Context: an optimization exercise on an open-source flow, tuned for small area and a short achievable clock period. The choices shown serve that exercise and are no tape-out recipe. At most, simulation tests tie the RTL to the original design; equivalence was not proved.

==> wip/onyx <==
## fpmul_queue_wrapper
module fpmul_queue_wrapper #(
  parameter int DW    = 32,
  parameter int DEPTH = 4,
  parameter int CNT_W = $clog2(DEPTH) + 1
) (
  input  logic          Clk,
  input  logic          Rst_n,
  input  logic [2:0]    A,
  input  logic          WE,
  input  logic          RE,
  input  logic [DW-1:0] InData,
  output logic [DW-1:0] OutData,
  output logic          irq,
  output logic          done_sig
);
==> flow/config.mk <==
export PLATFORM = sky130hd
export DESIGN_NAME = fpmul_queue_wrapper
export DESIGN_NICKNAME = fpmul_queue_wrapper
export VERILOG_FILES = /design/flow/design.v
export SDC_FILE = /design/flow/constraint.sdc
export NUM_CORES = 4
export LEC_CHECK = 0
export CAP_MARGIN = 20
export CORE_MARGIN = 2
export CORE_UTILIZATION = 60
export SLEW_MARGIN = 20
export SYNTH_HIERARCHICAL = 1
==> flow/constraint.sdc <==
create_clock -name core_clock -period 12.0 [get_ports {Clk}]
set_input_delay 2.4000 -clock core_clock [delete_from_list [all_inputs] [get_ports {Clk}]]
set_output_delay 2.4000 -clock core_clock [all_outputs]
set_load 0.01 [all_outputs]
standard.sh (not shown) runs the stock make flow with config.mk's settings and CLKGATE_MAP_FILE= SYNTH_SCRIPT=/design/flow/synth_recipe.tcl, a recipe that flattens the netlist after the stock synthesis.
==> flow/flow/run.sh <==
#!/bin/bash
set -euo pipefail
CTS="-sink_clustering_enable -repair_clock_nets -dont_use_dummy_load"
CTS="$CTS -buf_list {sky130_fd_sc_hd__clkbuf_8 sky130_fd_sc_hd__clkbuf_16}"
CTS="$CTS -sink_clustering_size 20 -sink_clustering_max_diameter 100"
bash standard.sh SETUP_SLACK_MARGIN=6.8 "CTS_ARGS=$CTS" finish > standard.log 2>&1
==> wip/delta: changes against wip/onyx <==
--- a/flow/design.v
+++ b/flow/design.v
@@ -39,17 +39,17 @@
   assign cmd_empty = (cmd_cnt_q == '0);
   assign res_empty = (res_cnt_q == '0);
   assign res_full  = (res_cnt_q == FULL);
   assign cmd_push  = wr_opb && !cmd_full;
   assign res_pop   = rd_pop && !res_empty && !flush;
   assign cmd_pop   = (ph_q == 3'd1) && !flush;
   assign res_push  = (ph_q == 3'd7) && !flush;
   assign irq       = irq_en_q && !res_empty;
-  fpmul_done u_done (.ph7(ph_q == 3'd7), .we(WE), .a(A), .d1(InData[1]), .y(done_sig));
+  assign done_sig  = res_push;
   logic [7:0]  ea, eb;
   logic [22:0] fa, fb;
   logic        a_z, b_z, a_m, b_m, a_fz, b_fz, nan_r, inf_r, zero_r, dnf;
   logic [8:0]  esum_in;
   logic [55:0] cmd_in;
   assign ea   = opa_q[30:23];
   assign eb   = InData[30:23];
   assign fa   = opa_q[22:0];
@@ -212,97 +212,63 @@
       end
     end
   end
   always_ff @(posedge Clk) begin
     if (wr_opa) opa_q <= InData;
     if (wr_opb) opb_q <= InData;
   end
   logic [31:0] rp;
-  logic [1:0]  rp_lo;
-  logic [5:0]  flags;
-  logic        busy, full;
-  assign rp = res_head;
-  fpmul_rdata u_rdata (
-    .rp_e(rp[30:23]), .rp_f22(rp[22]), .rp_f(rp[1:0]), .empty(res_empty),
-    .ph0(ph0), .cmd_cnt(cmd_cnt_q), .p_lo(rp_lo), .flags(flags), .busy(busy), .full(full)
-  );
+  logic        r_ff, r_00, r_sp, busy;
+  assign rp   = res_head;
+  assign r_ff = (rp[30:23] == 8'hFF);
+  assign r_00 = (rp[30:23] == 8'h00);
+  assign r_sp = r_ff || r_00;
+  assign busy = !ph0 || !cmd_empty;
   logic [31:0] rd_a, rd_b, rd_p, rd_f, rd_s, rd_c;
-  logic [5:0]  sel [4];
+  logic [5:0]  sel;
   assign rd_a = opa_q;
   assign rd_b = opb_q;
-  assign rd_p = {rp[31:2], rp_lo};
-  assign rd_f = DW'(flags);
+  assign rd_p = {rp[31:2], rp[1:0] & {2{!r_sp}}};
+  assign rd_f = {26'b0, r_ff && rp[1], r_00 && rp[1], r_ff && rp[22],
+                 r_ff && !rp[22], r_sp && rp[0], r_00 && !res_empty};
   assign rd_s = DW'({8'b0, 8'(cmd_cnt_q), 8'(res_cnt_q), 3'b0,
-                     irq_en_q, busy, full, ovf_q, unf_q});
+                     irq_en_q, busy, cmd_full, ovf_q, unf_q});
   assign rd_c = DW'({irq_en_q, 2'b0});
-  for (genvar k = 0; k < 4; k++) begin : g_adec
-    fpmul_adec u_adec (.a(A), .va(va_q), .vb(vb_q), .sel(sel[k]));
-  end
+  fpmul_adec u_adec (.a(A), .va(va_q), .vb(vb_q), .sel(sel));
   for (genvar i = 0; i < 32; i++) begin : g_out
     logic ta, tb, tp, tf, ts, tc;
-    assign ta = !(sel[i/8][0] && rd_a[i]);
-    assign tb = !(sel[i/8][1] && rd_b[i]);
-    assign tp = !(sel[i/8][2] && rd_p[i]);
-    assign tf = !(sel[i/8][3] && rd_f[i]);
-    assign ts = !(sel[i/8][4] && rd_s[i]);
-    assign tc = !(sel[i/8][5] && rd_c[i]);
+    assign ta = !(sel[0] && rd_a[i]);
+    assign tb = !(sel[1] && rd_b[i]);
+    assign tp = !(sel[2] && rd_p[i]);
+    assign tf = !(sel[3] && rd_f[i]);
+    assign ts = !(sel[4] && rd_s[i]);
+    assign tc = !(sel[5] && rd_c[i]);
     if (i == 2) begin : g_n6
       fpmul_nand6 u_n (.x({ta, tb, tp, tf, ts, tc}), .y(OutData[i]));
     end else if (i < 5) begin : g_n5
       fpmul_nand5 u_n (.x({ta, tb, tp, tf, ts}), .y(OutData[i]));
     end else if (i == 5) begin : g_n4f
       fpmul_nand4 u_n (.x({ta, tb, tp, tf}), .y(OutData[i]));
     end else if ((i >= 8 && i <= 10) || (i >= 16 && i <= 18)) begin : g_n4s
       fpmul_nand4 u_n (.x({ta, tb, tp, ts}), .y(OutData[i]));
     end else begin : g_n3
       fpmul_nand3 u_n (.x({ta, tb, tp}), .y(OutData[i]));
     end
   end
 endmodule
-module fpmul_rdata (
-  input  logic [7:0] rp_e,
-  input  logic       rp_f22,
-  input  logic [1:0] rp_f,
-  input  logic       empty,
-  input  logic       ph0,
-  input  logic [2:0] cmd_cnt,
-  output logic [1:0] p_lo,
-  output logic [5:0] flags,
-  output logic       busy,
-  output logic       full
-);
-  logic r_ff, r_00, r_sp;
-  assign r_ff  = (rp_e == 8'hFF);
-  assign r_00  = (rp_e == 8'h00);
-  assign r_sp  = r_ff || r_00;
-  assign p_lo  = rp_f & {2{!r_sp}};
-  assign flags = {r_ff && rp_f[1], r_00 && rp_f[1], r_ff && rp_f22,
-                  r_ff && !rp_f22, r_sp && rp_f[0], r_00 && !empty};
-  assign busy  = !ph0 || (cmd_cnt != 3'd0);
-  assign full  = (cmd_cnt == 3'd4);
-endmodule
 module fpmul_adec (
   input  logic [2:0] a,
   input  logic       va,
   input  logic       vb,
   output logic [5:0] sel
 );
   assign sel = {a == 3'd5, a == 3'd4, a == 3'd3, a == 3'd2,
                 (a == 3'd1) && vb, (a == 3'd0) && va};
 endmodule
-module fpmul_done (
-  input  logic       ph7,
-  input  logic       we,
-  input  logic [2:0] a,
-  input  logic       d1,
-  output logic       y
-);
-  assign y = ph7 && !(we && (a == 3'd5) && d1);
-endmodule
 module fpmul_nand3 (input logic [2:0] x, output logic y);
   assign y = !(&x);
 endmodule
 module fpmul_nand4 (input logic [3:0] x, output logic y);
   assign y = !(&x);
 endmodule
 module fpmul_nand5 (input logic [4:0] x, output logic y);
   assign y = !(&x);
==> flow/flow/run.sh (replaced) <==
#!/bin/bash
set -euo pipefail
CTS="-sink_clustering_enable -repair_clock_nets -dont_use_dummy_load"
CTS="$CTS -buf_list {sky130_fd_sc_hd__clkbuf_8 sky130_fd_sc_hd__clkbuf_16}"
CTS="$CTS -sink_clustering_size 20 -sink_clustering_max_diameter 100"
bash standard.sh SETUP_SLACK_MARGIN=6.5 "CTS_ARGS=$CTS" finish > standard.log 2>&1
==> flow/config.mk (replaced) <==
export PLATFORM = sky130hd
export DESIGN_NAME = fpmul_queue_wrapper
export DESIGN_NICKNAME = fpmul_queue_wrapper
export VERILOG_FILES = /design/flow/design.v
export SDC_FILE = /design/flow/constraint.sdc
export NUM_CORES = 4
export LEC_CHECK = 0
export CAP_MARGIN = 20
export CORE_MARGIN = 2
export CORE_UTILIZATION = 40
export SLEW_MARGIN = 20
export SYNTH_HIERARCHICAL = 1
==> impl_metrics.json <==
{
  "outcome": "timing/DRC/antenna clean",
  "n_clock_buffer": 29,
  "hpwl_mm": 38.11,
  "final_util_pct": 70.36,
  "cts_resized": 325,
  "core.rowCount": 73,
  "min_delay_worst_endpoint": "bm_q[16]$_DFF_P_",
  "syn_nets": 1887,
  "signal_buffers": 173,
  "clockNetworkAreaShare_pct": 2.584
}
-- figures above: wip/onyx

==> impl_metrics.json <==
{
  "outcome": "timing/DRC/antenna clean",
  "taps": 782,
  "cts_resized": 216,
  "final_util_pct": 46.39,
  "syn_nets": 1897,
  "n_clock_buffer": 30,
  "min_delay_worst_endpoint": "bm_q[4]$_DFF_P_",
  "hpwl_mm": 38.57,
  "first_global_vias": 14431,
  "synth_compound_area_share_pct": 4.501,
  "signal_buffers": 142,
  "cp.depth": 9,
  "die_h_um": 249.9,
  "use_met2_pct": 30.28,
  "seq_area_um2": 14970,
  "grt_use_met3_pct": 3.233,
  "start_kind": "input pin",
  "core.rowCount": 90,
  "initial_core_util_pct": 40.29
}
-- figures above: wip/delta

The RTL of wip/onyx was laid out without a check of its function.

==> re-timing with driven ports <==
The flow's constraints put no driver on any port. The routed layouts listed below were extracted and timed again, unchanged, in two steps.
Step 1 (the two cells are an assumption about what drives the block):
set clk [get_ports {Clk}]
set_driving_cell -lib_cell sky130_fd_sc_hd__clkbuf_16 $clk
set_driving_cell -lib_cell sky130_fd_sc_hd__buf_2 [delete_from_list [all_inputs] $clk]
Step 2 moves the port delays by t, midway between the first and last clock arrival at a register: inputs arrive t later, outputs are due t later. That takes back most of the time a late clock gives input paths.
Slacks: no drivers / after step 1 / after step 2; pairs: no drivers / after step 1.
run | t, ns | setup slack, ns | hold WS [ns] | latest minus earliest clock arrival (ns) | cell pins on the clock port's net
wip/onyx | 0.637 | 6.026 / 5.978 / 5.978 | 0.455 / 0.455 / 0.455 | 0.038 / 0.037 | 1
wip/delta | 0.638 | 6.053 / 5.952 / 5.952 | 0.465 / 0.465 / 0.465 | 0.078 / 0.078 | 1
After both steps setup and hold are still met in every run listed. The setup slack of wip/delta, which loses most, moves by -0.101 ns with the drivers and by -0.101 ns with both steps.
